This is an optimization exercise on Yosys and OpenROAD, whose aim is small area, not a production implementation.
The RTL was checked by simulation tests, not by an equivalence proof against the original design.
Power figures rest on the tool's default switching activity, not on a simulated workload. The clock port is modelled as an ideal driver; clocking choices that lean on that would not hold on a real chip.

File: design.v
`timescale 1ns/1ps
module bf_loader #(
    parameter int MAX_LEN = 255
) (
    input  logic       clk,
    input  logic       nrst,
    input  logic [7:0] h_data,
    input  logic       h_valid,
    input  logic       h_last,
    output logic       h_ready,
    output logic [7:0] p_data,
    output logic       p_valid,
    input  logic       p_ack,
    output logic       p_start,
    input  logic       p_ready,
    output logic       busy,
    output logic       err,
    output logic [1:0] err_code
);
    typedef enum logic [2:0] {
        S_CAPTURE, S_CHECK, S_WAIT_RDY, S_STREAM, S_TERM, S_START, S_RUN_WAIT, S_RUN
    } state_t;
    state_t     state_q, state_d;
    logic [7:0] free_q, free_d;
    logic [7:0] depth_q, depth_d;
    logic       flag_q, flag_d;
    logic [1:0] err_code_q, err_code_d;
    logic [3*254-1:0] buf_q;
    logic [2:0]       first_q;
    logic [2:0]       rd_code;
    logic             wr, shift;
    logic       is_cmd, bad_prog;
    assign bad_prog = flag_q || (depth_q != 8'd0);
    always_comb begin
        case (h_data)
            8'h2B, 8'h2D, 8'h3C, 8'h3E, 8'h5B, 8'h5D, 8'h2E, 8'h2C: is_cmd = 1'b1;
            default:                                                 is_cmd = 1'b0;
        endcase
    end
    always_ff @(posedge clk) begin
        if (!nrst) begin
            state_q    <= S_CAPTURE;
            free_q     <= 8'd255;
            depth_q    <= 8'd0;
            flag_q     <= 1'b0;
            err_code_q <= 2'd0;
        end else begin
            state_q    <= state_d;
            free_q     <= free_d;
            depth_q    <= depth_d;
            flag_q     <= flag_d;
            err_code_q <= err_code_d;
        end
    end
    always_ff @(posedge clk) begin
        if (shift) buf_q <= {h_data[4], h_data[1], h_data[0], buf_q[3*254-1:3]};
        if (wr && free_q == 8'd255) first_q <= {h_data[4], h_data[1], h_data[0]};
    end
    logic [2:0] tap0 [0:63];
    logic [2:0] tap1 [0:15];
    logic [2:0] tap2 [0:3];
    logic [2:0] tap3;
    always_comb begin
        for (int g = 0; g < 64; g++) tap0[g] = buf_q[12*g +: 3];
        for (int g = 0; g < 16; g++) tap1[g] = tap0[4*g + depth_q[1:0]];
        for (int g = 0; g < 4; g++)  tap2[g] = tap1[4*g + depth_q[3:2]];
        tap3 = tap2[depth_q[5:4]];
    end
    assign rd_code = flag_q ? first_q : tap3;
    always_comb begin
        state_d = state_q;
        case (state_q)
            S_CAPTURE:  if (h_valid && h_last) state_d = S_CHECK;
            S_CHECK:    state_d = bad_prog ? S_CAPTURE : S_WAIT_RDY;
            S_WAIT_RDY: if (p_ready) state_d = (free_q == 8'd255) ? S_TERM : S_STREAM;
            S_STREAM:   if (p_ack && free_q == 8'd254) state_d = S_TERM;
            S_TERM:     if (p_ack) state_d = S_START;
            S_START:    state_d = S_RUN_WAIT;
            S_RUN_WAIT: if (!p_ready) state_d = S_RUN;
            S_RUN:      if (p_ready) state_d = S_CAPTURE;
            default:    state_d = S_CAPTURE;
        endcase
    end
    always_comb begin
        free_d     = free_q;
        depth_d    = depth_q;
        flag_d     = flag_q;
        err_code_d = err_code_q;
        wr         = 1'b0;
        shift      = 1'b0;
        case (state_q)
            S_CAPTURE: begin
                if (h_valid) begin
                    err_code_d = 2'd0;
                    if (is_cmd) begin
                        if (free_q != 8'd0) begin
                            wr     = 1'b1;
                            shift  = 1'b1;
                            free_d = free_q - 8'd1;
                        end else begin
                            flag_d = 1'b1;
                        end
                    end
                    if (h_data == 8'h5B) begin
                        if (depth_q != 8'hFF) depth_d = depth_q + 8'd1;
                    end else if (h_data == 8'h5D) begin
                        depth_d = depth_q - 8'd1;
                    end
                end
            end
            S_CHECK: begin
                if (bad_prog) begin
                    err_code_d = flag_q ? 2'd2 : 2'd1;
                    free_d     = 8'd255;
                    depth_d    = 8'd0;
                    flag_d     = 1'b0;
                end else begin
                    flag_d  = 1'b1;
                    shift   = (free_q[1:0] != 2'd0);
                    depth_d = {free_q[1:0] - {1'b0, shift}, free_q[7:2]};
                end
            end
            S_WAIT_RDY: begin
                if (depth_q[7:6] != 2'd0) begin
                    shift        = 1'b1;
                    depth_d[7:6] = depth_q[7:6] - 2'd1;
                end
            end
            S_STREAM: begin
                if (depth_q[7:6] != 2'd0) begin
                    shift        = 1'b1;
                    depth_d[7:6] = depth_q[7:6] - 2'd1;
                end
                if (p_ack) begin
                    free_d = free_q + 8'd1;
                    flag_d = 1'b0;
                    if (!flag_q) shift = 1'b1;
                end
            end
            S_START: begin
                depth_d = 8'd0;
                flag_d  = 1'b0;
            end
            default: ;
        endcase
    end
    always_comb begin
        h_ready  = 1'b0;
        p_data   = 8'h00;
        p_valid  = 1'b0;
        p_start  = 1'b0;
        busy     = 1'b0;
        err      = 1'b0;
        err_code = 2'd0;
        if (nrst) begin
            busy     = (state_q != S_CAPTURE);
            err      = |err_code_q;
            err_code = err_code_q;
            case (state_q)
                S_CAPTURE: h_ready = 1'b1;
                S_STREAM: begin
                    p_valid = 1'b1;
                    p_data  = {1'b0, rd_code[2] & rd_code[0], ~(rd_code[2] & rd_code[0]),
                               rd_code[2], 1'b1, ~(rd_code[1] & rd_code[0]),
                               rd_code[1], rd_code[0]};
                end
                S_TERM:  p_valid = 1'b1;
                S_START: p_start = 1'b1;
                S_RUN: begin
                    p_data  = h_data;
                    p_valid = h_valid && !p_ready;
                    h_ready = p_ack && !p_ready;
                end
                default: ;
            endcase
        end
    end
endmodule
File: run.sh
#!/bin/bash
# synth_recipe.tcl (not shown) runs the flow's synth.tcl, then flattens the netlist and writes it again
# the make line also repeats each setting of config.mk as NAME=value (left out here)
make -C /OpenROAD-flow-scripts/flow DESIGN_CONFIG=/design/flow/config.mk WORK_HOME=/design/flow/orfs CLKGATE_MAP_FILE= SYNTH_SCRIPT=/design/flow/synth_recipe.tcl finish
File: config.mk
export PLATFORM = sky130hd
export DESIGN_NAME = bf_loader
export DESIGN_NICKNAME = bf_loader
export VERILOG_FILES = /design/flow/design.v
export SDC_FILE = /design/flow/constraint.sdc
export NUM_CORES = 4
export LEC_CHECK = 0
export CAP_MARGIN = 20
export CORE_MARGIN = 2
export CORE_UTILIZATION = 65
export CTS_BUF_LIST = sky130_fd_sc_hd__clkbuf_16
export CTS_CLUSTER_DIAMETER = 100
export CTS_CLUSTER_SIZE = 30
export SLEW_MARGIN = 20
File: constraint.sdc
create_clock -name core_clock -period 10.0 [get_ports {clk}]
set_input_delay 2.0000 -clock core_clock [delete_from_list [all_inputs] [get_ports {clk}]]
set_output_delay 2.0000 -clock core_clock [all_outputs]
set_load 0.01 [all_outputs]
==> summary.txt, run 1 <==
vias in the first global route 9850; Syn Nets 1214; Critical Path Max Stage Delay 1050 ps; die footprint 0.04279 mm^2; CTS tree yes; setup TNS 0 ps; Synth top area share 85.88%; RSZ-0062 raised after global routing no; Setup Skew 28.13 ps; top_reg_cell synth edfxtp_1; core area 0.04074 mm^2; CP cell instances clkdlybuf4s50_1, clkinv_1, a21oi_1, clkdlybuf4s50_1; die width 206.9 um; Slew headroom 28.66%; DRC Markers 0; final setup margin 3248 ps; clk root buf clkbuf_16; CP Class in2out; Hold Crit Class reg2reg; gr busiest metal met1; largest net degree at the start of global routing 202; TritonCTS Sinks 787; Netlist Area Pre-Place 0.02675 mm^2; Detailed Place HPWL 21270 um; die extent in y 206.9 um; # diodes 0; max cap viols 0; FF/Latch Area 0.02342 mm^2; GR Util met1 30.26%; Cell Area, Placed 0.02764 mm^2; P&R area growth vs syn 6.642%; wire length per cell 21.19 um; sequential fraction of the synthesis area 87.53%; CP max stage cell clkdlybuf4s50_1; layout cells sized above 1 8.748%; number of CTS-inserted buffers 30; clock slew at reported path FFs 110 ps; Setup crit end kind primary output; GRT Overall Usage 17.84%; grt ovf 0; 1st-pass router iterations 5; Crit path top cell by count clkdlybuf4s50_1; Yosys Warn Count 4; Synth area leaders edfxtp_1, mux4_2, dfxtp_1, ha_1, nor2_1; multi-input logic area 0.003095 mm^2; # hold bufs at CTS 0; Hold WS 391.4 ps; area leader, netlist edfxtp_1; Final Instance Area 0.02853 mm^2; Crit path arrival time 4750 ps; Post-CTS Setup Inserts 0; met3 usage 2.433%; period utilization 67.52%; final wirelength 37680 um; # fillers 2430; Worst-Margin Slew 1070 ps; CP Data Required Time 8000 ps; peak supply drop 0.4063 mV; FF+latch count, synth 787; total design power 9.476 mW; H-tree depth 1; I/O pin cnt 29; CP Max Fanout 24; r2r setup slk 5760 ps; P_leak 8.875 nW; DR vias/cell 5.879; top post-synthesis cells by count edfxtp_1, mux4_2, nor2_1; Worst setup SP type primary input; asr flop ratio synth 0%; Post-synth EDFFs 765; FP Rows 74; layout net count 1252; dpl ws 3316 ps; Initial Util 65.66%; Post-CTS Resized 0; syn avg cell area 22.59 um^2; Final Max Slew Viols 0; worst skew pair latency 620 ps; Final min period 6752 ps; Syn Inst Count 1184; number of antenna violations at the first check in global routing 0; clk buf depth 3; Global Route met2 Usage 25.06%; via count 10.45k; final core occ 70.02%; Inst Count DP 1722; routability cong. 0.7806; Netlist cell types 57; Routed Antenna Nets 0; outcome no timing/DRC/antenna violations; Power Density 332.2 mW/mm^2; fmax 0.1481 GHz; Finished Layout Cells 1778; first-pass GRT wire length 57260 um; top-count cell post-synth edfxtp_1; Initial DRC Count 1103; setup violators final 0; hold violation total from the final report 0; port buffer count 28
cell type report:
cell class	count	share of cell area, %
clock inverter	26	0.4781
sequential	787	82.10
tap	532	2.333
multi-input combinational	350	10.85
timing repair buffer	40	1.430
clock buffer	30	2.632
inverter	13	0.1711
cells by family (layout without fill, tap and decap cells):
family / after synthesis / after routing / share of synthesized area (%)
DFF: 787 / 787 / 87.53
and+or+nand+nor: 156 / 156 / 2.994
buffers and inverters: 47 / 109 / 0.9869
xor gates and xnor gates: 13 / 13 / 0.4257
AOI/OAI and AO/OA: 100 / 100 / 2.526
adders and majority gates: 16 / 16 / 0.8045
muxes: 65 / 65 / 4.738
per-layer routing:
metal,up-vias,part of all wire [%]
li1,4808,-
met4,0,2.2
met1,5425,49
met3,43,3.6
met2,177,45
met5,-,0
path summary, 6_finish.rpt:
kind / from / to / depth (start not counted)
setup / recovery: nrst / p_data[1] / 4
hold / removal: buf_q[403] / buf_q[400] / 0
setup reg to reg: state_q[0] / buf_q[325] / 8
hold reg to reg: buf_q[403] / buf_q[400] / 0
state kept, by name, indices dropped and copies added (netlist names):
name,count
depth_q,8
flag_q,1
first_q,3
free_q,8
buf_q,762
state_q,3
err_code_q,2
worst max-delay path: cells and delay by family:
kind                   cells  cell delay [ps]
buffers and inverters      3             2380
AO/OA/AOI/OAI              1              360
cells in the final DEF, fill, tap and decap left out, drive strengths merged, types with 14 or more instances in the layout:
| cell | instances |
|---|---|
| clkbuf | 30 |
| mux4 | 49 |
| nor2 | 41 |
| dfxtp | 22 |
| nor2b | 21 |
| clkdlybuf4s50 | 28 |
| inv | 35 |
| a21oi | 28 |
| nand2 | 27 |
| o21ai | 16 |
| edfxtp | 765 |
| nor3 | 16 |
| ha | 14 |
where the power goes:
| part | internal [mW] | leakage [nW] | switching [mW] |
|---|---|---|---|
| registers | 5.65 | 7.17 | 0.548 |
| logic | 0.586 | 1.18 | 1.24 |
| clock network | 0.561 | 0.516 | 0.892 |
==> run 2: changes to the inputs <==
--- a/design.v
+++ b/design.v
@@ -24,12 +24,12 @@
     logic [7:0] free_q, free_d;
     logic [7:0] depth_q, depth_d;
-    logic       flag_q, flag_d;
+    logic [4-1:0] ph_q, ph_d;
     logic [1:0] err_code_q, err_code_d;
-    logic [3*254-1:0] buf_q;
-    logic [2:0]       first_q;
-    logic [2:0]       rd_code;
+    logic [3*242-1:0] buf_q;
+    logic [2:0]       side_q [0:13-1];
+    logic [2:0]       rd_code, tap;
     logic             wr, shift;
     logic       is_cmd, bad_prog;
-    assign bad_prog = flag_q || (depth_q != 8'd0);
+    assign bad_prog = ph_q[0] || (depth_q != 8'd0);
     always_comb begin
         case (h_data)
@@ -43,5 +43,5 @@
             free_q     <= 8'd255;
             depth_q    <= 8'd0;
-            flag_q     <= 1'b0;
+            ph_q       <= '0;
             err_code_q <= 2'd0;
         end else begin
@@ -49,23 +49,40 @@
             free_q     <= free_d;
             depth_q    <= depth_d;
-            flag_q     <= flag_d;
+            ph_q       <= ph_d;
             err_code_q <= err_code_d;
         end
     end
     always_ff @(posedge clk) begin
-        if (shift) buf_q <= {h_data[4], h_data[1], h_data[0], buf_q[3*254-1:3]};
-        if (wr && free_q == 8'd255) first_q <= {h_data[4], h_data[1], h_data[0]};
+        if (shift) buf_q <= {h_data[4], h_data[1], h_data[0], buf_q[3*242-1:3]};
+        for (int j = 0; j < 13; j++)
+            if (wr && free_q == 8'(255 - j)) side_q[j] <= {h_data[4], h_data[1], h_data[0]};
     end
-    logic [2:0] tap0 [0:63];
-    logic [2:0] tap1 [0:15];
-    logic [2:0] tap2 [0:3];
-    logic [2:0] tap3;
+    logic [2:0] tap0 [0:15];
+    logic [2:0] tap1 [0:3];
+    logic [2:0] tap2 [0:0];
     always_comb begin
-        for (int g = 0; g < 64; g++) tap0[g] = buf_q[12*g +: 3];
-        for (int g = 0; g < 16; g++) tap1[g] = tap0[4*g + depth_q[1:0]];
-        for (int g = 0; g < 4; g++)  tap2[g] = tap1[4*g + depth_q[3:2]];
-        tap3 = tap2[depth_q[5:4]];
+        for (int g = 0; g < 16; g++) tap0[g] = (g < 16) ? buf_q[48*g +: 3] : 3'd0;
+        for (int g = 0; g < 4; g++) tap1[g] = tap0[4*g + depth_q[1:0]];
+        for (int g = 0; g < 1; g++) tap2[g] = tap1[4*g + depth_q[3:2]];
     end
-    assign rd_code = flag_q ? first_q : tap3;
+    assign tap = tap2[0];
+    always_comb begin
+        case (ph_q)
+            4'd0: rd_code = side_q[0];
+            4'd1: rd_code = side_q[1];
+            4'd2: rd_code = side_q[2];
+            4'd3: rd_code = side_q[3];
+            4'd4: rd_code = side_q[4];
+            4'd5: rd_code = side_q[5];
+            4'd6: rd_code = side_q[6];
+            4'd7: rd_code = side_q[7];
+            4'd8: rd_code = side_q[8];
+            4'd9: rd_code = side_q[9];
+            4'd10: rd_code = side_q[10];
+            4'd11: rd_code = side_q[11];
+            4'd12: rd_code = side_q[12];
+            default: rd_code = tap;
+        endcase
+    end
     always_comb begin
         state_d = state_q;
@@ -85,5 +102,5 @@
         free_d     = free_q;
         depth_d    = depth_q;
-        flag_d     = flag_q;
+        ph_d       = ph_q;
         err_code_d = err_code_q;
         wr         = 1'b0;
@@ -99,5 +116,5 @@
                             free_d = free_q - 8'd1;
                         end else begin
-                            flag_d = 1'b1;
+                            ph_d = 'd1;
                         end
                     end
@@ -111,34 +128,33 @@
             S_CHECK: begin
                 if (bad_prog) begin
-                    err_code_d = flag_q ? 2'd2 : 2'd1;
+                    err_code_d = ph_q[0] ? 2'd2 : 2'd1;
                     free_d     = 8'd255;
                     depth_d    = 8'd0;
-                    flag_d     = 1'b0;
+                    ph_d       = '0;
                 end else begin
-                    flag_d  = 1'b1;
-                    shift   = (free_q[1:0] != 2'd0);
-                    depth_d = {free_q[1:0] - {1'b0, shift}, free_q[7:2]};
+                    shift   = (free_q[4-1:0] != '0);
+                    depth_d = {free_q[4-1:0] - 4'(shift), free_q[7:4]};
                 end
             end
             S_WAIT_RDY: begin
-                if (depth_q[7:6] != 2'd0) begin
-                    shift        = 1'b1;
-                    depth_d[7:6] = depth_q[7:6] - 2'd1;
+                if (depth_q[7:8-4] != '0) begin
+                    shift            = 1'b1;
+                    depth_d[7:8-4] = depth_q[7:8-4] - 4'd1;
                 end
             end
             S_STREAM: begin
-                if (depth_q[7:6] != 2'd0) begin
-                    shift        = 1'b1;
-                    depth_d[7:6] = depth_q[7:6] - 2'd1;
+                if (depth_q[7:8-4] != '0) begin
+                    shift            = 1'b1;
+                    depth_d[7:8-4] = depth_q[7:8-4] - 4'd1;
                 end
                 if (p_ack) begin
                     free_d = free_q + 8'd1;
-                    flag_d = 1'b0;
-                    if (!flag_q) shift = 1'b1;
+                    if (ph_q == 4'd13) shift = 1'b1;
+                    else                ph_d  = ph_q + 4'd1;
                 end
             end
             S_START: begin
                 depth_d = 8'd0;
-                flag_d  = 1'b0;
+                ph_d    = '0;
             end
             default: ;
==> run 2 against run 1 <==
Still clean. Core utilization up 0.48 points. Cell count up 0.45%. Design area down 1.6%. Worst setup slack better by 630 ps. Via count down 1.1%. Non-clock buffer count unchanged. Area after synthesis down 1.8%. Worst hold slack better by 16 ps. Critical path type is now reg2out. Critical endpoint unchanged. Largest cell class unchanged. Highest routed layer is now met5.
==> summary.txt, run 2 <==
Final Max Slew Viols 0; CP Class reg2out; H-tree depth 1; top post-synthesis cells by count edfxtp_1, nand2_1, a21oi_1; number of CTS-inserted buffers 30; Yosys Warn Count 5; Routed Antenna Nets 0; CP max stage cell or4b_2; Crit path top cell by count a21oi_1; Post-synth EDFFs 765; Critical Path Max Stage Delay 630 ps; Synth area leaders edfxtp_1, dfxtp_1, ha_1, nand2_1, mux2i_1; # fillers 2412; number of flip-flops in the largest register 726; outcome no timing/DRC/antenna violations; CP Data Required Time 8000 ps; most frequent cells in the layout edfxtp_1, nand2_1, clkbuf_16, inv_1, clkdlybuf4s50_1; routability cong. 0.8831; layout cells sized above 1 5.238%; Detailed Place HPWL 20810 um; 1st-pass router iterations 5; fmax 0.1634 GHz; core area 0.03982 mm^2; P_leak 8.811 nW; leading cell type in the layout, fill and taps excluded edfxtp_1; top_reg_cell synth edfxtp_1; RSZ-0062 raised after global routing no; die width 205.0 um; Setup Skew 25.62 ps; port buffer count 28; TritonCTS Sinks 790; Initial DRC Count 1175; syn avg cell area 21.74 um^2; FF+latch count, synth 790; peak supply drop 0.3380 mV; worst skew pair latency 620 ps; # hold bufs at CTS 0; Setup crit end kind primary output; number of antenna violations at the first check in global routing 2; P&R area growth vs syn 6.898%; Worst-Margin Slew 919.3 ps; clock slew at reported path FFs 110 ps; wire length per cell 20.56 um; grt ovf 0; Slew headroom 38.63%; clk root buf clkbuf_16; first-pass GRT wire length 55680 um; Syn Inst Count 1208; vias in the first global route 9702; Synth top area share 87.46%; DRC Markers 0; final wirelength 36730 um; Top delay family on crit path simple AND/OR/NAND/NOR gates; GRT Overall Usage 17.61%; biggest regs buf_q (726), side_q (39); Largest Register buf_q; FP Rows 73; Hold Crit Class reg2reg; sequential fraction of the synthesis area 89.37%; Post-CTS Resized 0; clk buf depth 3; via count 10.34k; Worst setup SP type flop; Netlist cell types 66; top-count cell post-synth edfxtp_1; Initial Util 65.95%; I/O pin cnt 29; DR vias/cell 5.788; Power Density 312.7 mW/mm^2; Critical path buffers and inverters 2; Netlist Area Pre-Place 0.02627 mm^2; CTS tree yes; die footprint 0.04203 mm^2; hold violation total from the final report 0; Syn Nets 1244; Final min period 6119 ps; CP Max Fanout 10; period utilization 61.19%; setup violators final 0; total design power 8.779 mW; Crit path arrival time 4120 ps; CP cell instances inv_1, ha_1, or3_1, a21oi_1, or4b_2, o211ai_1, nand2_1, a21oi_1, clkdlybuf4s50_1; layout net count 1285; max cap viols 0; largest net degree at the start of global routing 224; Post-CTS Setup Inserts 0; asr flop ratio synth 0%; die extent in y 205.0 um; final core occ 70.50%; area leader, netlist edfxtp_1
## run 2: changes by cell type after synthesis, moves of 6 or more
| cell | before | now |
|---|---|---|
| nand3_1 | 10 | 24 |
| clkbuf_1 | 13 | 24 |
| nor2b_1 | 21 | 13 |
| nand2_1 | 27 | 48 |
| inv_1 | 11 | 20 |
| nor2_1 | 41 | 24 |
| nand4_1 | 11 | 4 |
| o211ai_1 | 0 | 9 |
| buf_2 | 9 | 2 |
| ha_1 | 14 | 20 |
| a21o_1 | 8 | 2 |
| nor3b_1 | 0 | 6 |
| mux4_2 | 49 | 5 |
| o211a_1 | 0 | 6 |
## run 2: layout make-up
class | instances | area, um^2 | share of cell area [%]
Sequential cell | 790 | 23470 | 83.60
Multi-Input combinational cell | 367 | 2620 | 9.332
Clock buffer | 31 | 775.7 | 2.763
Tap cell | 525 | 656.9 | 2.340
Timing Repair Buffer | 40 | 415.4 | 1.480
Inverter | 20 | 75.07 | 0.2674
Clock inverter | 12 | 58.81 | 0.2094
Antenna cell | 1 | 2.502 | 0.008913
## run 2: kinds of logic (layout without fill, tap and decap cells)
group	count (synthesis)	count (layout)	synth area share (%)
XOR/XNOR	18	18	0.6002
buffers and inverters	51	103	0.7669
flip-flops	790	790	89.37
multiplexers	24	24	1.186
AND/OR/NAND/NOR	172	172	3.420
adder cells (fa/ha/maj)	22	22	1.105
AO/OA/AOI/OAI	131	131	3.554
other	0	1	0
## run 2: final timing paths
check                   from  slack (ps)          to  cells after the start
hold / removal    buf_q[448]         410  buf_q[445]                      0
hold reg to reg   buf_q[448]         410  buf_q[445]                      0
setup reg to reg  depth_q[0]        5340  buf_q[101]                      6
setup / recovery     ph_q[0]        3880   p_data[1]                      9
## run 2: report_power, final
group | leakage [nW] | switching, mW | internal, mW
Combinational | 1.16 | 1.10 | 0.351
Sequential | 7.21 | 0.427 | 5.46
Clock | 0.439 | 0.874 | 0.565
## run 2: stage by stage
step | setup slack [ps] | TNS [ps] | hold WS, ps | area [um^2] | instances
after global placement | 3613 | 0 | 400.4 | 27210 | 1741
final | 3881 | 0 | 407.5 | 28080 | 1786
after CTS | 3823 | 0 | 407.2 | 28050 | 1784
after global routing | 3615 | 0 | 418.9 | 28070 | 1785
after floorplan | -4741 | -3441900 | 400.3 | 26290 | 1208
after detailed placement | 3441 | 0 | 404.5 | 27210 | 1741
## run 2: layer usage
layer,routed length (um),GRT usage (%),up-vias
li1,-,-,4845
met1,18550,30.07,5258
met2,15700,24.26,188
met3,1656,2.689,45
met4,799,4.342,2
met5,14,0,-
==> run 3: changes to the inputs <==
==> flow/run.sh (new file) <==
#!/bin/bash
set -euo pipefail
export BUFFER_PORTS_ARGS="-buffer_cell sky130_fd_sc_hd__buf_1"
export CTS_ARGS="-sink_clustering_enable -repair_clock_nets -sink_clustering_size 30 -sink_clustering_max_diameter 100 -buf_list sky130_fd_sc_hd__clkbuf_16 -dont_use_dummy_load"
bash standard.sh synth > synth.log 2>&1
bash standard.sh finish > layout.log 2>&1
==> standard.sh (new file) <==
#!/bin/bash
# synth_recipe.tcl (not shown) runs the flow's synth.tcl, then flattens the netlist and writes it again
# the make line also repeats each setting of config.mk as NAME=value (left out here)
make -C /OpenROAD-flow-scripts/flow DESIGN_CONFIG=/design/flow/config.mk WORK_HOME=/design/flow/orfs CLKGATE_MAP_FILE= SYNTH_SCRIPT=/design/flow/synth_recipe.tcl "${@:-finish}"
removed: run.sh
==> run 3 against run 2 <==
Count of clock-buffer cells in the layout is 1 lower. Cell count is 0.73% lower. Critical endpoint unchanged. First-iteration DRC count is 15% lower. Largest cell class unchanged. Critical path type unchanged. Core utilization is 0.70 points lower. Clock skew is 37 ps higher. Still clean. Synthesized cell count stayed put.
==> summary.txt, run 3 <==
Inst Count DP 1743; largest net degree at the start of global routing 168; Routed Antenna Nets 0; fmax 0.1750 GHz; dpl ws 3915 ps; FP Rows 73; RSZ-0062 raised after global routing no; DRC Markers 0; met3 usage 2.720%; Crit path arrival time 3710 ps; max cap viols 0; Power Density 313.5 mW/mm^2; core area 0.03982 mm^2; Final min period 5715 ps; vias in the first global route 9652; die width 205.0 um; I/O pin cnt 29; Finished Layout Cells 1773; CP Class reg2out; Setup Skew 62.83 ps; port buffer count 28; Detailed Place HPWL 20720 um; P_leak 8.670 nW; Netlist cell types 66; P&R area growth vs syn 5.836%; 1st-pass router iterations 5; grt ovf 0; peak supply drop 0.3131 mV; H-tree depth 1; CP Data Required Time 8000 ps; clk buf depth 3; r2r setup slk 5870 ps; sequential fraction of the synthesis area 89.37%; number of CTS-inserted buffers 30; final setup margin 4285 ps; period utilization 57.15%; WHS Endpoint buf_q[418]; Synth area leaders edfxtp_1, dfxtp_1, ha_1, nand2_1, mux2i_1; Post-CTS Setup Inserts 0; CP Max Fanout 10; # fillers 2458; Worst setup SP type flop; Worst Hold Launch buf_q[421]; CP startpoint ph_q[0]; Initial DRC Count 1002; # diodes 0; Post-synth EDFFs 765; FF+latch count, synth 790; biggest regs buf_q (726), side_q (39); number of antenna violations at the first check in global routing 3; DR vias/cell 5.843; GRT Overall Usage 17.67%; area leader, netlist edfxtp_1; Final Max Slew Viols 0; capturing point of the worst reg2reg path buf_q[188]; Worst Hold Depth 0; Worst-Margin Slew 958.4 ps; Reg-to-Reg Start depth_q[2]; first-pass GRT wire length 55760 um; Synth top area share 87.46%; # hold bufs at CTS 0; gr busiest metal met1; via count 10.36k; number of flip-flops in the largest register 726; clock slew at reported path FFs 120 ps; wire length per cell 20.55 um; die footprint 0.04203 mm^2; routability cong. 0.8588; worst skew pair latency 610 ps; top-count cell post-synth edfxtp_1; CTS tree yes; top post-synthesis cells by count edfxtp_1, nand2_1, a21oi_1; Yosys Warn Count 5; Initial Util 65.95%; Global Route met2 Usage 24.86%; Slew headroom 36.10%; top_reg_cell synth edfxtp_1; setup violators final 0; GR Util met1 30.02%; layout net count 1286; final wirelength 36440 um; Syn Inst Count 1208; asr flop ratio synth 0%; reg2reg path depth 6; clk root buf clkbuf_16; die extent in y 205.0 um; Netlist Area Pre-Place 0.02627 mm^2; layout cells sized above 1 5.128%; syn avg cell area 21.74 um^2; Post-CTS Resized 0; Setup crit end kind primary output; leading cell type in the layout, fill and taps excluded edfxtp_1; TritonCTS Sinks 790; Largest Register buf_q; outcome no timing/DRC/antenna violations; hold violation total from the final report 0; Hold Crit Class reg2reg; Syn Nets 1244; most frequent cells in the layout edfxtp_1, nand2_1, clkbuf_16, buf_1, a21oi_1
==> run 3: per-stage QoR <==
stage	util [%]	setup TNS (ps)	cell area, um^2	power, mW	hold slack, ps
final	69.80	0	27800	8.715	363.3
after global routing	69.80	0	27800	9.157	365.1
after CTS	69.78	0	27790	8.818	368.0
after detailed placement	67.90	0	27040	7.416	404.5
after global placement	67.90	0	27040	7.359	400.4
after floorplan	-	-3441900	26290	7.740	400.3
==> run 3: where the power goes <==
group / total (mW) / switching (mW) / internal (mW)
Clock: 1.39 / 0.853 / 0.539
Sequential: 5.88 / 0.409 / 5.47
Combinational: 1.45 / 1.12 / 0.325
==> run 3: logic make-up (layout without fill, tap and decap cells) <==
family                   after synthesis  count (layout)  share of synthesized area [%]
XOR/XNOR                              18              18                         0.6002
multiplexers                          24              24                          1.186
buffers and inverters                 51              91                         0.7669
AND/OR/NAND/NOR                      172             172                          3.420
adder cells (fa/ha/maj)               22              22                          1.105
flip-flops                           790             790                          89.37
AO/OA/AOI/OAI                        131             131                          3.554
==> run 3: worst max-delay path by stage <==
stage,to,cells past startpoint
floorplan,buf_q[0],2
global placement,buf_q[210],8
detailed placement,buf_q[211],8
CTS,p_data[1],9
global route,p_data[1],9
finish,p_data[1],9
==> run 3: per-layer routing <==
| layer | vias to the layer above | routed length, um | part of all wire, % |
|---|---|---|---|
| met4 | 4 | 680 | 1.9 |
| met3 | 42 | 1503 | 4.1 |
| met5 | - | 27 | 0.074 |
| met1 | 5326 | 18480 | 51 |
| met2 | 155 | 15750 | 43 |
| li1 | 4833 | - | - |
==> run 3: final cells by class <==
type                       count  area [um^2]  area share (%)
clock buffer                  30        750.7           2.701
multi-input combinational    367         2620           9.425
timing repair buffer          41        222.7          0.8012
tap                          525        656.9           2.363
sequential                   790        23470           84.44
inverter                      20        75.07          0.2701
==> run 3: critical path, cell delays in order (launching register included) <==
cell and delay, ps:
dfxtp_1 540, inv_1 190, ha_1 400, or3_1 370, a21oi_1 260, or4b_2 640, o211ai_1 310, nand2_1 100
a21oi_1 150, buf_1 170
==> run 4: changes to the inputs <==
--- a/design.v
+++ b/design.v
@@ -22,8 +22,7 @@
     } state_t;
     state_t     state_q, state_d;
-    logic [7:0] free_q, free_d;
+    logic [7:0] free_q, free_d, free_m1;
     logic [7:0] depth_q, depth_d;
     logic [4-1:0] ph_q, ph_d;
-    logic [1:0] err_code_q, err_code_d;
     logic [3*242-1:0] buf_q;
     logic [2:0]       side_q [0:13-1];
@@ -31,5 +30,17 @@
     logic             wr, shift;
     logic       is_cmd, bad_prog;
-    assign bad_prog = ph_q[0] || (depth_q != 8'd0);
+    function automatic logic [7:0] step8(input logic [7:0] q, input logic up);
+        logic t;
+        t = 1'b1;
+        for (int i = 0; i < 8; i++) begin
+            step8[i] = q[i] ^ t;
+            t        = t & ~(q[i] ^ up);
+        end
+    endfunction
+    logic [7:0] depth_step;
+    logic       depth_up;
+    assign bad_prog   = ph_q[0] || (depth_q != 8'd0);
+    assign free_m1    = step8(free_q, 1'b0);
+    assign depth_step = step8(depth_q, depth_up);
     always_comb begin
         case (h_data)
@@ -44,5 +55,4 @@
             depth_q    <= 8'd0;
             ph_q       <= '0;
-            err_code_q <= 2'd0;
         end else begin
             state_q    <= state_d;
@@ -50,5 +60,4 @@
             depth_q    <= depth_d;
             ph_q       <= ph_d;
-            err_code_q <= err_code_d;
         end
     end
@@ -63,6 +72,6 @@
     always_comb begin
         for (int g = 0; g < 16; g++) tap0[g] = (g < 16) ? buf_q[48*g +: 3] : 3'd0;
-        for (int g = 0; g < 4; g++) tap1[g] = tap0[4*g + depth_q[1:0]];
-        for (int g = 0; g < 1; g++) tap2[g] = tap1[4*g + depth_q[3:2]];
+        for (int g = 0; g < 4; g++) tap1[g] = tap0[4*g + depth_q[5:4]];
+        for (int g = 0; g < 1; g++) tap2[g] = tap1[4*g + depth_q[7:6]];
     end
     assign tap = tap2[0];
@@ -90,6 +99,6 @@
             S_CAPTURE:  if (h_valid && h_last) state_d = S_CHECK;
             S_CHECK:    state_d = bad_prog ? S_CAPTURE : S_WAIT_RDY;
-            S_WAIT_RDY: if (p_ready) state_d = (free_q == 8'd255) ? S_TERM : S_STREAM;
-            S_STREAM:   if (p_ack && free_q == 8'd254) state_d = S_TERM;
+            S_WAIT_RDY: if (p_ready) state_d = (free_q == 8'd0) ? S_TERM : S_STREAM;
+            S_STREAM:   if (p_ack && free_q == 8'd1) state_d = S_TERM;
             S_TERM:     if (p_ack) state_d = S_START;
             S_START:    state_d = S_RUN_WAIT;
@@ -103,24 +112,25 @@
         depth_d    = depth_q;
         ph_d       = ph_q;
-        err_code_d = err_code_q;
         wr         = 1'b0;
         shift      = 1'b0;
+        depth_up   = 1'b0;
         case (state_q)
             S_CAPTURE: begin
                 if (h_valid) begin
-                    err_code_d = 2'd0;
+                    ph_d[2:1] = 2'd0;
                     if (is_cmd) begin
                         if (free_q != 8'd0) begin
                             wr     = 1'b1;
                             shift  = 1'b1;
-                            free_d = free_q - 8'd1;
+                            free_d = free_m1;
                         end else begin
                             ph_d = 'd1;
                         end
                     end
+                    depth_up = (h_data == 8'h5B);
                     if (h_data == 8'h5B) begin
-                        if (depth_q != 8'hFF) depth_d = depth_q + 8'd1;
+                        if (depth_q != 8'hFF) depth_d = depth_step;
                     end else if (h_data == 8'h5D) begin
-                        depth_d = depth_q - 8'd1;
+                        depth_d = depth_step;
                     end
                 end
@@ -128,26 +138,26 @@
             S_CHECK: begin
                 if (bad_prog) begin
-                    err_code_d = ph_q[0] ? 2'd2 : 2'd1;
+                    ph_d       = {ph_q[0], ~ph_q[0], 1'b0};
                     free_d     = 8'd255;
                     depth_d    = 8'd0;
-                    ph_d       = '0;
                 end else begin
                     shift   = (free_q[4-1:0] != '0);
-                    depth_d = {free_q[4-1:0] - 4'(shift), free_q[7:4]};
+                    depth_d = {free_q[7:4], shift ? free_m1[4-1:0] : free_q[4-1:0]};
+                    free_d  = ~free_q;
                 end
             end
             S_WAIT_RDY: begin
-                if (depth_q[7:8-4] != '0) begin
-                    shift            = 1'b1;
-                    depth_d[7:8-4] = depth_q[7:8-4] - 4'd1;
+                if (depth_q[4-1:0] != '0) begin
+                    shift   = 1'b1;
+                    depth_d = depth_step;
                 end
             end
             S_STREAM: begin
-                if (depth_q[7:8-4] != '0) begin
-                    shift            = 1'b1;
-                    depth_d[7:8-4] = depth_q[7:8-4] - 4'd1;
+                if (depth_q[4-1:0] != '0) begin
+                    shift   = 1'b1;
+                    depth_d = depth_step;
                 end
                 if (p_ack) begin
-                    free_d = free_q + 8'd1;
+                    free_d = free_m1;
                     if (ph_q == 4'd13) shift = 1'b1;
                     else                ph_d  = ph_q + 4'd1;
@@ -155,4 +165,5 @@
             end
             S_START: begin
+                free_d  = 8'd255;
                 depth_d = 8'd0;
                 ph_d    = '0;
@@ -171,8 +182,10 @@
         if (nrst) begin
             busy     = (state_q != S_CAPTURE);
-            err      = |err_code_q;
-            err_code = err_code_q;
             case (state_q)
-                S_CAPTURE: h_ready = 1'b1;
+                S_CAPTURE: begin
+                    h_ready  = 1'b1;
+                    err      = |ph_q[2:1];
+                    err_code = ph_q[2:1];
+                end
                 S_STREAM: begin
                     p_valid = 1'b1;
==> run 4 against run 3 <==
Synthesized cell count is 3.5% lower. Largest cell class unchanged. Sequential power is 3.9% lower. Sequential share of layout area grew 0.74 points. Die area down 1.2%. Area after synthesis fell by 1.2%. Register-to-register slack got worse by 420 ps. Core utilization decreased by 0.24 points. Worst setup slack got worse by 540 ps. Count of clock-buffer cells in the layout stayed put. Total power fell by 5.3%. Highest routed layer is now met4. Clock skew is 15 ps lower.
==> summary.txt, run 4 <==
top_reg_cell synth edfxtp_1; hold violation total from the final report 0; TritonCTS Sinks 788; setup violators final 0; outcome no timing/DRC/antenna violations; core area 0.03955 mm^2; layout net count 1234; Initial DRC Count 894; sequential fraction of the synthesis area 90.30%; top post-synthesis cells by count edfxtp_1, nand2_1, nor2_1; setup TNS 0 ps; Netlist cell types 68; xor and xnor area share after synthesis 0.1350%; met3 usage 2.333%; Power Density 299.8 mW/mm^2; CP startpoint nrst; Detailed Place HPWL 19300 um; CP Class in2out; Worst Hold Launch buf_q[550]; vias in the first global route 9228; # diodes 0; number of flip-flops in the largest register 726; via count 10.13k; CP Max Fanout 24; largest net degree at the start of global routing 226; number of CTS-inserted buffers 30; H-tree depth 1; grt ovf 0; Global Route met2 Usage 23.65%; Inst Count DP 1698; Final min period 6256 ps; CP Data Required Time 8000 ps; layout cells sized above 1 6.058%; syn avg cell area 22.25 um^2; CTS tree yes; # fillers 2368; FF+latch count, synth 788; main combinational cell family by area after synthesis simple AND/OR/NAND/NOR gates; die width 203.8 um; Syn Nets 1193; wire length per cell 20.61 um; Synth top area share 88.53%; Finished Layout Cells 1730; asr flop ratio synth 0%; Post-CTS Resized 0; leading cell type in the layout, fill and taps excluded edfxtp_1; P&R area growth vs syn 6.018%; Slew headroom 25.65%; DRC Markers 0; RSZ-0062 raised after global routing no; adder-cell share of the synthesized area 0.6268%; top-count cell post-synth edfxtp_1; Reg-to-Reg Start state_q[0]; number of antenna violations at the first check in global routing 0; die footprint 0.04153 mm^2; gr busiest metal met1; most frequent cells in the layout edfxtp_1, clkbuf_16, nor2_1, nand2_1, buf_1; first-pass GRT wire length 54460 um; biggest regs buf_q (726), side_q (39); final wirelength 35660 um; Crit path arrival time 4260 ps; Worst-Margin Slew 1115 ps; Initial Util 65.61%; mux contribution to synthesized area 1.389%; Hold Crit Class reg2reg; port buffer count 28; GRT Overall Usage 17.39%; Post-CTS Setup Inserts 0; # hold bufs at CTS 0; P_leak 8.534 nW; worst skew pair latency 620 ps; 1st-pass router iterations 5; Netlist Area Pre-Place 0.02595 mm^2; clock slew at reported path FFs 100 ps; Setup crit end kind primary output; Synth area leaders edfxtp_1, dfxtp_1, mux4_2, ha_1, o21ai_0; routability cong. 0.8574; area leader, netlist edfxtp_1; FP Rows 73; clk buf depth 3; Worst setup SP type primary input; peak supply drop 0.2249 mV; Yosys Warn Count 5; Routed Antenna Nets 0; Syn Inst Count 1166; clk root buf clkbuf_16; Post-synth EDFFs 765; I/O pin cnt 29; Setup Skew 47.34 ps; fmax 0.1598 GHz; Compound-Gate Fraction of Synth Area 3.149%; max cap viols 0; DR vias/cell 5.857; GR Util met1 30.28%; simple-gate area share of the yosys netlist 3.587%; Final Max Slew Viols 0; die extent in y 203.8 um; Largest Register buf_q; period utilization 62.56%
==> run 4: critical path, stage by stage <==
cell,delay (ps)
buf_1,800
inv_1,530
nor2_1,430
o21ai_0,160
a31oi_1,170
buf_1,170
==> run 4: metrics by stage <==
step / power, mW / worst slack (ps) / cell area [um^2] / util (%) / hold WS (ps)
CTS: 8.331 / 3788 / 27460 / 69.42 / 383.4
detailed placement: 6.915 / 3785 / 26700 / 67.52 / 404.5
finish: 8.249 / 3744 / 27510 / 69.56 / 383.1
global route: 8.658 / 3547 / 27510 / 69.56 / 389.7
global placement: 6.883 / 3901 / 26700 / 67.52 / 401.4
floorplan: 6.839 / -181.8 / 25970 / - / 400.3
==> run 4: per-layer routing <==
layer	vias up	wire, um
li1	4697	-
met1	5188	18120
met2	205	15290
met3	43	1541
met4	0	695
met5	-	0
==> run 4: cell type report <==
| cell class | instances | area [um^2] | area share, % |
|---|---|---|---|
| multi-input cells | 326 | 2323 | 8.446 |
| inverters | 19 | 71.32 | 0.2592 |
| well taps | 525 | 656.9 | 2.388 |
| repair buffers | 42 | 275.3 | 1.001 |
| clock buffers | 30 | 750.7 | 2.729 |
| flip-flops and latches | 788 | 23430 | 85.18 |
==> run 4: final timing paths <==
check	end	slack [ps]	cells past startpoint
setup / recovery	p_data[2]	3740	6
setup reg to reg	buf_q[654]	5450	6
hold reg to reg	buf_q[547]	380	0
hold / removal	buf_q[547]	380	0
==> run 4: logic make-up after synthesis <==
logic type / Yosys count
adder cells (fa/ha/maj): 13
AO/OA/AOI/OAI: 121
AND/OR/NAND/NOR: 166
buffers and inverters: 52
multiplexers: 22
flip-flops: 788
XOR/XNOR: 4
==> run 4: report_power, final <==
part           switching, mW  internal [mW]  total (mW)
Sequential             0.393           5.25        5.65
Clock                  0.849          0.538        1.39
Combinational          0.926          0.287        1.21
Total                   2.17           6.08        8.25
==> run 5: changes to the inputs <==
==> flow/run.sh (replaced) <==
#!/bin/bash
set -euo pipefail
export BUFFER_PORTS_ARGS="-buffer_cell sky130_fd_sc_hd__buf_1"
export CTS_ARGS="-sink_clustering_enable -repair_clock_nets -sink_clustering_size 30 -sink_clustering_max_diameter 100 -buf_list sky130_fd_sc_hd__clkbuf_16 -dont_use_dummy_load -root_buf sky130_fd_sc_hd__clkbuf_8 -tree_buf sky130_fd_sc_hd__clkbuf_8"
bash standard.sh synth > synth.log 2>&1
bash standard.sh finish > layout.log 2>&1
==> run 5 against run 4 <==
Still clean. Non-clock buffer count is the same. Total power decreased by 0.43%. Die area unchanged. Critical path type unchanged. Largest power group unchanged.
==> summary.txt, run 5 <==
outcome no timing/DRC/antenna violations; Post-synth EDFFs 765; DRC Markers 0; period utilization 62.53%; clk root buf clkbuf_8; most frequent cells in the layout edfxtp_1, nor2_1, nand2_1, buf_1; Synth area leaders edfxtp_1, dfxtp_1, mux4_2, ha_1, o21ai_0; Reg-to-Reg Start state_q[0]; CP Class in2out; hold violation total from the final report 0; Critical path buffers and inverters 3; area leader, netlist edfxtp_1; leading cell type in the layout, fill and taps excluded edfxtp_1; # hold bufs at CTS 0; 1st-pass router iterations 5; P_leak 8.519 nW; Final Max Slew Viols 0; layout net count 1234; FP Rows 73; r2r setup slk 5430 ps; DR vias/cell 5.859; die footprint 0.04153 mm^2; Post-CTS Resized 0; Netlist Area Pre-Place 0.02595 mm^2; final wirelength 35640 um; top-count cell post-synth edfxtp_1; fmax 0.1599 GHz; die extent in y 203.8 um; Critical Path Max Stage Delay 800 ps; wire length per cell 20.60 um; Routed Antenna Nets 0; Top delay family on crit path buffers and inverters; core area 0.03955 mm^2; port buffer count 28; CP cell instances buf_1, inv_1, nor2_1, o21ai_0, a31oi_1, buf_1; top_reg_cell synth edfxtp_1; vias in the first global route 9228; layout cells sized above 1 6.058%; Crit path arrival time 4250 ps; sequential fraction of the synthesis area 90.30%; CTS tree yes; Synth top area share 88.53%; CP startpoint nrst; RSZ-0062 raised after global routing no; first-pass GRT wire length 54460 um; Finished Layout Cells 1730; Initial DRC Count 909; Setup crit end kind primary output; max cap viols 0; Worst setup SP type primary input; top post-synthesis cells by count edfxtp_1, nand2_1, nor2_1; H-tree depth 1; capturing point of the worst reg2reg path buf_q[654]; setup violators final 0; Final min period 6253 ps; Initial Util 65.61%; CP Capture Point p_data[2]; Worst path depth 6; peak supply drop 0.2244 mV; FF+latch count, synth 788; Setup Skew 61.34 ps; Detailed Place HPWL 19300 um; syn avg cell area 22.25 um^2; clock slew at reported path FFs 110 ps; I/O pin cnt 29; Syn Nets 1193; CP max stage cell buf_1; Largest Register buf_q; # fillers 2372; CP Max Fanout 24; Netlist cell types 68; Post-CTS Setup Inserts 0; Crit path top cell by count buf_1; asr flop ratio synth 0%; Syn Inst Count 1166; clk buf depth 3; die width 203.8 um; largest net degree at the start of global routing 226; via count 10.14k; number of flip-flops in the largest register 726; number of CTS-inserted buffers 30; final core occ 69.47%; grt ovf 0; TritonCTS Sinks 788; Inst Count DP 1698; # diodes 0; routability cong. 0.8574; number of antenna violations at the first check in global routing 0; Power Density 298.9 mW/mm^2; Yosys Warn Count 5; worst skew pair latency 740 ps; reg2reg path depth 6; Slew headroom 26.03%; P&R area growth vs syn 5.888%; Worst-Margin Slew 1110 ps; CP Data Required Time 8000 ps; Hold Crit Class reg2reg; GRT Overall Usage 17.39%; biggest regs buf_q (726), side_q (39)
==> run 5: cell counts after synthesis <==
Identical to the previous run, type by type.
==> run 5: worst min-delay path by stage <==
stage	from	end	slack, ps	depth (start not counted)
after floorplan	buf_q[3]	buf_q[0]	400	0
after global placement	buf_q[215]	buf_q[212]	400	0
after detailed placement	buf_q[124]	buf_q[121]	400	0
after CTS	buf_q[596]	buf_q[593]	380	0
after global routing	buf_q[596]	buf_q[593]	390	0
final	buf_q[596]	buf_q[593]	380	0
==> run 5: worst register-to-register path, cell delays in order (launching register included) <==
cell	delay, ps
dfxtp_1	740
nand2b_1	610
nor4_4	780
nand2_1	270
nand3_4	730
buf_12	460
buf_16	530
==> run 5: area by class of cell <==
class	instances	area (um^2)	area share [%]
repair buffers	42	275.3	1.002
flip-flops and latches	788	23430	85.28
clock buffers	30	716.9	2.609
well taps	525	656.9	2.391
multi-input cells	326	2323	8.456
inverters	19	71.32	0.2596
==> run 5: logic make-up (layout without fill, tap and decap cells) <==
group,after synthesis,count (layout),synth area share [%]
flops,788,788,90.30
compound gates,121,121,3.149
simple gates,166,166,3.587
fa+ha+maj,13,13,0.6269
xor+xnor,4,4,0.1350
buf+inv,52,91,0.8101
mux,22,22,1.389
==> run 5: metal layers <==
metal / vias up / wire, um / global-route usage [%]
met5: - / 0 / 0
met3: 47 / 1580 / 2.333
li1: 4699 / - / -
met2: 208 / 15260 / 23.65
met1: 5182 / 18080 / 30.28
met4: 0 / 725 / 4.380
==> run 5: per-stage QoR <==
step                hold slack (ps)  power [mW]  setup slack [ps]  instance area, um^2  setup TNS, ps
floorplan                     400.3       6.839            -181.8                25970        -131970
global route                  389.0       8.623              3547                27480              0
global placement              401.4       6.883              3901                26700              0
detailed placement            404.5       6.915              3785                26700              0
finish                        382.0       8.213              3747                27480              0
CTS                           376.0       8.295              3788                27420              0
==> run 5: power breakdown <==
part | switching [mW] | internal [mW]
sequential | 0.394 | 5.25
clock | 0.846 | 0.506
combinational | 0.926 | 0.287
total | 2.17 | 6.05
==> run 6: changes to the inputs <==
--- a/design.v
+++ b/design.v
@@ -26,5 +26,5 @@
     logic [4-1:0] ph_q, ph_d;
     logic [3*242-1:0] buf_q;
-    logic [2:0]       side_q [0:13-1];
+    logic [3*13-1:0] side_q;
     logic [2:0]       rd_code, tap;
     logic             wr, shift;
@@ -64,6 +64,5 @@
     always_ff @(posedge clk) begin
         if (shift) buf_q <= {h_data[4], h_data[1], h_data[0], buf_q[3*242-1:3]};
-        for (int j = 0; j < 13; j++)
-            if (wr && free_q == 8'(255 - j)) side_q[j] <= {h_data[4], h_data[1], h_data[0]};
+        if (wr && free_q > 8'(255 - 13)) side_q <= {h_data[4], h_data[1], h_data[0], side_q[3*13-1:3]};
     end
     logic [2:0] tap0 [0:15];
@@ -78,17 +77,17 @@
     always_comb begin
         case (ph_q)
-            4'd0: rd_code = side_q[0];
-            4'd1: rd_code = side_q[1];
-            4'd2: rd_code = side_q[2];
-            4'd3: rd_code = side_q[3];
-            4'd4: rd_code = side_q[4];
-            4'd5: rd_code = side_q[5];
-            4'd6: rd_code = side_q[6];
-            4'd7: rd_code = side_q[7];
-            4'd8: rd_code = side_q[8];
-            4'd9: rd_code = side_q[9];
-            4'd10: rd_code = side_q[10];
-            4'd11: rd_code = side_q[11];
-            4'd12: rd_code = side_q[12];
+            4'd0: rd_code = side_q[2:0];
+            4'd1: rd_code = side_q[5:3];
+            4'd2: rd_code = side_q[8:6];
+            4'd3: rd_code = side_q[11:9];
+            4'd4: rd_code = side_q[14:12];
+            4'd5: rd_code = side_q[17:15];
+            4'd6: rd_code = side_q[20:18];
+            4'd7: rd_code = side_q[23:21];
+            4'd8: rd_code = side_q[26:24];
+            4'd9: rd_code = side_q[29:27];
+            4'd10: rd_code = side_q[32:30];
+            4'd11: rd_code = side_q[35:33];
+            4'd12: rd_code = side_q[38:36];
             default: rd_code = tap;
         endcase
@@ -145,4 +144,5 @@
                     depth_d = {free_q[7:4], shift ? free_m1[4-1:0] : free_q[4-1:0]};
                     free_d  = ~free_q;
+                    ph_d    = (free_q > 8'(255 - 13)) ? 4'(free_q - 8'(255 - 13)) : '0;
                 end
             end
==> run 6 against run 5 <==
Critical path depth increased by 3. Worst setup slack improved by 440 ps. Design area decreased by 0.62%. Worst hold slack got worse by 16 ps. Synthesized cell count decreased by 1.1%. Non-clock buffer count decreased by 3. Global-route usage decreased by 0.62 points. Combinational power about the same. Sequential power decreased by 19%. Core utilization decreased by 0.27 points. Largest cell class unchanged.
==> summary.txt, run 6 <==
peak supply drop 0.2035 mV; Netlist cell types 68; Synth area leaders edfxtp_1, dfxtp_1, mux4_2, nand2_1, ha_1; routability cong. 0.8131; Setup Skew 70.88 ps; layout cells sized above 1 5.130%; Final Instance Area 0.02730 mm^2; via count 9895; FF+latch count, synth 788; Hold Crit Class reg2reg; fmax 0.1721 GHz; Crit path arrival time 3810 ps; Cell Area, Placed 0.02659 mm^2; Post-synth EDFFs 765; DRC Markers 0; Largest Register buf_q; wire length per cell 20.08 um; Detailed Place HPWL 19270 um; outcome no timing/DRC/antenna violations; setup TNS 0 ps; I/O pin cnt 29; port buffer count 28; setup violators final 0; area leader, netlist edfxtp_1; Post-CTS Resized 0; H-tree depth 1; Compound-Gate Fraction of Synth Area 3.249%; Synth top area share 88.89%; Worst Hold Depth 0; core area 0.03946 mm^2; Inst Count DP 1684; die width 203.4 um; Finished Layout Cells 1714; Slew headroom 30.45%; top_reg_cell synth edfxtp_1; clock slew at reported path FFs 110 ps; CP Data Required Time 8000 ps; layout net count 1218; main combinational cell family by area after synthesis compound AO/OA/AOI/OAI gates; simple-gate area share of the yosys netlist 3.162%; max cap viols 0; Final min period 5811 ps; Post-CTS Setup Inserts 0; largest net degree at the start of global routing 202; Netlist Area Pre-Place 0.02584 mm^2; GRT Overall Usage 16.77%; Initial DRC Count 921; Yosys Warn Count 4; first-pass GRT wire length 52590 um; Routed Antenna Nets 0; die extent in y 203.4 um; syn avg cell area 22.41 um^2; CTS tree yes; number of CTS-inserted buffers 30; P_leak 6.547 nW; TritonCTS Sinks 788; DR vias/cell 5.773; Syn Inst Count 1153; Setup crit end kind primary output; Syn Nets 1180; most frequent cells in the layout edfxtp_1, nand2_1, nor2_1, buf_1, clkbuf_16; Worst setup SP type flop; P&R area growth vs syn 5.660%; sequential fraction of the synthesis area 90.67%; final wirelength 34410 um; Power Density 259.8 mW/mm^2; worst skew pair latency 720 ps; RSZ-0062 raised after global routing no; mux contribution to synthesized area 1.244%; xor and xnor area share after synthesis 0.2372%; # hold bufs at CTS 0; CP Class reg2out; clk root buf clkbuf_8; leading cell type in the layout, fill and taps excluded edfxtp_1; reg2reg path depth 7; vias in the first global route 8986; adder-cell share of the synthesized area 0.6294%; grt ovf 0; # diodes 0; clk buf depth 3; # fillers 2458; Worst-Margin Slew 1043 ps; CP Max Fanout 10; FP Rows 73; final core occ 69.20%; top-count cell post-synth edfxtp_1; Initial Util 65.49%; die footprint 0.04137 mm^2; number of antenna violations at the first check in global routing 0; period utilization 58.11%; top post-synthesis cells by count edfxtp_1, nand2_1, nor2_1; biggest regs buf_q (726), side_q (39); hold violation total from the final report 0; Final Max Slew Viols 0; number of flip-flops in the largest register 726; 1st-pass router iterations 7; Hold WS 366.3 ps; asr flop ratio synth 0%
## run 6: cell types whose count changed in the layout (fill, tap and decap cells not counted), sizes merged, moves of 6 or more
cell	delta
nand2	+15
a22oi	+6
nor3	-6
nor4	-13
nand3	-8
o21ai	-13
## run 6: cell families after synthesis
group,after synthesis
flops,788
simple gates,155
compound gates,117
buf+inv,51
mux,22
fa+ha+maj,13
xor+xnor,7
## run 6: critical path: stages, from the launching register on
cell	delay [ps]
dfxtp_1	500
inv_1	160
ha_1	380
or3_1	430
a21o_1	240
or4_1	480
o221ai_1	380
o21ai_0	190
a21oi_1	190
buf_1	170
## run 6: per-layer routing
metal | track usage [%] | vias up | routed length (um)
li1 | - | 4613 | -
met1 | 30.21 | 5059 | 18150
met2 | 22.22 | 192 | 14340
met3 | 2.141 | 31 | 1309
met4 | 3.389 | 0 | 616
met5 | 0.5952 | - | 0
## run 6: path summary, 6_finish.rpt
path	end	slack [ps]	startpoint
worst max-delay path	p_data[6]	4190	ph_q[0]
worst min-delay path	buf_q[539]	370	buf_q[542]
worst max register to register	buf_q[435]	5580	state_q[1]
worst min register to register	buf_q[539]	370	buf_q[542]
## run 6: cell type report
cell class	instances	area [um^2]	area share [%]
repair buffers	39	212.7	0.7790
well taps	525	656.9	2.406
flip-flops and latches	788	23430	85.82
inverters	18	67.56	0.2474
clock buffers	30	716.9	2.626
multi-input cells	314	2218	8.124
## run 6: per-stage QoR
step / setup WS [ps] / total power [mW]
6_report: 4189 / 7.093
5_1_grt: 3995 / 7.410
2_1_floorplan: 1883 / 5.821
4_1_cts: 4199 / 7.155
3_3_place_gp: 4486 / 5.799
3_5_place_dp: 4358 / 5.828
## run 6: report_power, final
part	total, mW	switching (mW)	internal, mW
sequential	4.55	0.161	4.39
combinational	1.19	0.940	0.248
clock	1.35	0.849	0.506
total	7.09	1.95	5.14
==> run 7: changes to the inputs <==
==> flow/run.sh (replaced) <==
#!/bin/bash
set -euo pipefail
export BUFFER_PORTS_ARGS="-buffer_cell sky130_fd_sc_hd__buf_1"
export CTS_ARGS="-sink_clustering_enable -repair_clock_nets -sink_clustering_size 33 -sink_clustering_max_diameter 100 -buf_list sky130_fd_sc_hd__clkbuf_16 -dont_use_dummy_load -root_buf sky130_fd_sc_hd__clkbuf_8 -tree_buf sky130_fd_sc_hd__clkbuf_8"
bash standard.sh synth > synth.log 2>&1
bash standard.sh finish > layout.log 2>&1
--- a/config.mk
+++ b/config.mk
@@ -11,4 +11,5 @@
 export CTS_BUF_LIST = sky130_fd_sc_hd__clkbuf_16
 export CTS_CLUSTER_DIAMETER = 100
-export CTS_CLUSTER_SIZE = 30
+export CTS_CLUSTER_SIZE = 33
+export PLACE_DENSITY = 0.85
 export SLEW_MARGIN = 20
==> run 7 against run 6 <==
Still clean. Wire length grew 10%. Clock power shrank 4%. Design area shrank 0.16%. Area after synthesis is the same.
==> summary.txt, run 7 <==
Netlist cell types 68; # fillers 2256; layout cells sized above 1 4.971%; grt ovf 0; Initial DRC Count 1360; top post-synthesis cells by count edfxtp_1, nand2_1, nor2_1; number of flip-flops in the largest register 726; Detailed Place HPWL 21340 um; setup violators final 0; capturing point of the worst reg2reg path buf_q[467]; Power Density 260.1 mW/mm^2; Critical path buffers and inverters 2; first-pass GRT wire length 57640 um; routability cong. 0.8382; Cell Area, Placed 0.02659 mm^2; P_leak 6.523 nW; layout net count 1216; area leader, netlist edfxtp_1; FF+latch count, synth 788; CTS tree yes; asr flop ratio synth 0%; final setup margin 4069 ps; CP cell instances inv_1, ha_1, or3_1, a21o_1, or4_1, o221ai_1, o21ai_0, a21oi_1, buf_1; Synth top area share 88.89%; multi-input logic area 0.002218 mm^2; FF/Latch Area 0.02343 mm^2; peak supply drop 0.2825 mV; TritonCTS Sinks 788; hold violation total from the final report 0; I/O pin cnt 29; CP startpoint ph_q[0]; fmax 0.1686 GHz; FP Rows 73; max cap viols 0; top-count cell post-synth edfxtp_1; wire length per cell 22.18 um; sequential fraction of the synthesis area 90.67%; DR vias/cell 6.013; Final min period 5931 ps; Hold WS 413.6 ps; Hold Crit Class reg2reg; Final Max Slew Viols 0; die footprint 0.04137 mm^2; CP max stage cell or4_1; r2r setup slk 4920 ps; Synth area leaders edfxtp_1, dfxtp_1, mux4_2, nand2_1, ha_1; Syn Nets 1180; Routed Antenna Nets 0; Setup crit end kind primary output; worst skew pair latency 710 ps; CP Capture Point p_data[6]; Worst Hold Launch buf_q[647]; final wirelength 37970 um; Netlist Area Pre-Place 0.02584 mm^2; syn avg cell area 22.41 um^2; Critical Path Max Stage Delay 540 ps; Reg-to-Reg Start state_q[1]; DRC Markers 0; GRT Overall Usage 18.60%; vias in the first global route 9876; CP Class reg2out; setup TNS 0 ps; number of antenna violations at the first check in global routing 0; Post-CTS Setup Inserts 0; H-tree depth 1; via count 10.29k; Worst-Margin Slew 1065 ps; biggest regs buf_q (726), side_q (39); # hold bufs at CTS 0; Crit path arrival time 3930 ps; Worst setup SP type flop; most frequent cells in the layout edfxtp_1, nand2_1, nor2_1, buf_1, clkbuf_16; Initial Util 65.49%; clk buf depth 3; leading cell type in the layout, fill and taps excluded edfxtp_1; P&R area growth vs syn 5.490%; largest net degree at the start of global routing 244; number of CTS-inserted buffers 27; core area 0.03946 mm^2; Post-synth EDFFs 765; CP Data Required Time 8000 ps; reg2reg path depth 7; Post-CTS Resized 0; Syn Inst Count 1153; RSZ-0062 raised after global routing no; Yosys Warn Count 4; Largest Register buf_q; clock slew at reported path FFs 120 ps; die extent in y 203.4 um; Slew headroom 28.98%; port buffer count 28; Setup Skew 24.64 ps; 1st-pass router iterations 7; # diodes 0; outcome no timing/DRC/antenna violations; top_reg_cell synth edfxtp_1; die width 203.4 um; CP Max Fanout 10; Worst path depth 9; period utilization 59.31%; Final Instance Area 0.02726 mm^2; final core occ 69.09%; clk root buf clkbuf_8; dpl ws 4581 ps; Top delay family on crit path compound AO/OA/AOI/OAI gates
run 7: cell counts after synthesis:
Identical to the previous run, type by type.
run 7: cells by family (layout without fill, tap and decap cells):
family | after synthesis | count (layout) | synth area share (%)
AND/OR/NAND/NOR | 155 | 155 | 3.162
multiplexers | 22 | 22 | 1.244
flip-flops | 788 | 788 | 90.67
buffers and inverters | 51 | 85 | 0.8037
AO/OA/AOI/OAI | 117 | 117 | 3.249
adder cells (fa/ha/maj) | 13 | 13 | 0.6294
XOR/XNOR | 7 | 7 | 0.2372
run 7: worst min-delay path by stage:
stage,slack [ps],depth (start not counted),to
after CTS,400,0,buf_q[644]
after floorplan,400,0,buf_q[0]
after global routing,430,0,buf_q[181]
after global placement,400,0,buf_q[330]
final,410,0,buf_q[644]
after detailed placement,400,0,buf_q[108]
run 7: cell type report:
type | instances | area share, %
clock buffer | 27 | 2.355
inverter | 18 | 0.2478
multi-input combinational | 314 | 8.138
sequential | 788 | 85.96
tap | 525 | 2.410
timing repair buffer | 40 | 0.8950
run 7: stage by stage:
step | power [mW] | instances
finish | 7.090 | 1712
CTS | 7.113 | 1711
global route | 7.372 | 1712
floorplan | 5.821 | 1153
detailed placement | 5.847 | 1684
global placement | 5.754 | 1684
run 7: layer usage:
layer	track usage (%)	wire (um)	share of wire (%)
met5	0	0	0
met4	5.240	953	2.5
met3	2.557	2302	6.1
met1	29.19	17020	45
met2	28.24	17700	47
run 7: where the power goes:
part | switching (mW) | leakage, nW | internal (mW) | total [mW]
Sequential | 0.163 | 5.26 | 4.39 | 4.55
Clock | 0.840 | 0.317 | 0.456 | 1.30
Combinational | 0.982 | 0.941 | 0.260 | 1.24

-- static timing again, ports no longer ideal --
The flow's constraints put no driver on any port. The routed layouts listed below were extracted and timed again, unchanged, in two steps. Step 1 assumes that a clkbuf_16 drives the clock port and a buf_2 every other input. Step 2, shift: input delay + t, output delay - t, t = (earliest + latest rising clock arrival at the registers) / 2. This alone moves slack from input paths to output paths. Slacks: ideal ports / drivers / drivers and shift; pairs: ideal ports / drivers.
run	t, ns	slack for setup (ns)	worst hold slack (ns)
run 1	0.663	3.248 / 3.224 / 3.224	0.391 / 0.391 / 0.391
run 2	0.661	3.881 / 3.823 / 3.463	0.407 / 0.407 / 0.407
run 3	0.631	4.285 / 4.230 / 4.177	0.363 / 0.363 / 0.363
run 4	0.653	3.744 / 3.714 / 3.714	0.383 / 0.383 / 0.383
run 5	0.764	3.747 / 3.717 / 3.717	0.382 / 0.382 / 0.382
run 6	0.742	4.189 / 4.136 / 4.393	0.366 / 0.366 / 0.366
run 7	0.747	4.069 / 4.023 / 4.394	0.414 / 0.414 / 0.414
After both steps setup and hold are still met in every run listed. For run 2, which loses most, drivers alone change the setup slack by -0.058 ns; drivers and shift together by -0.418 ns.
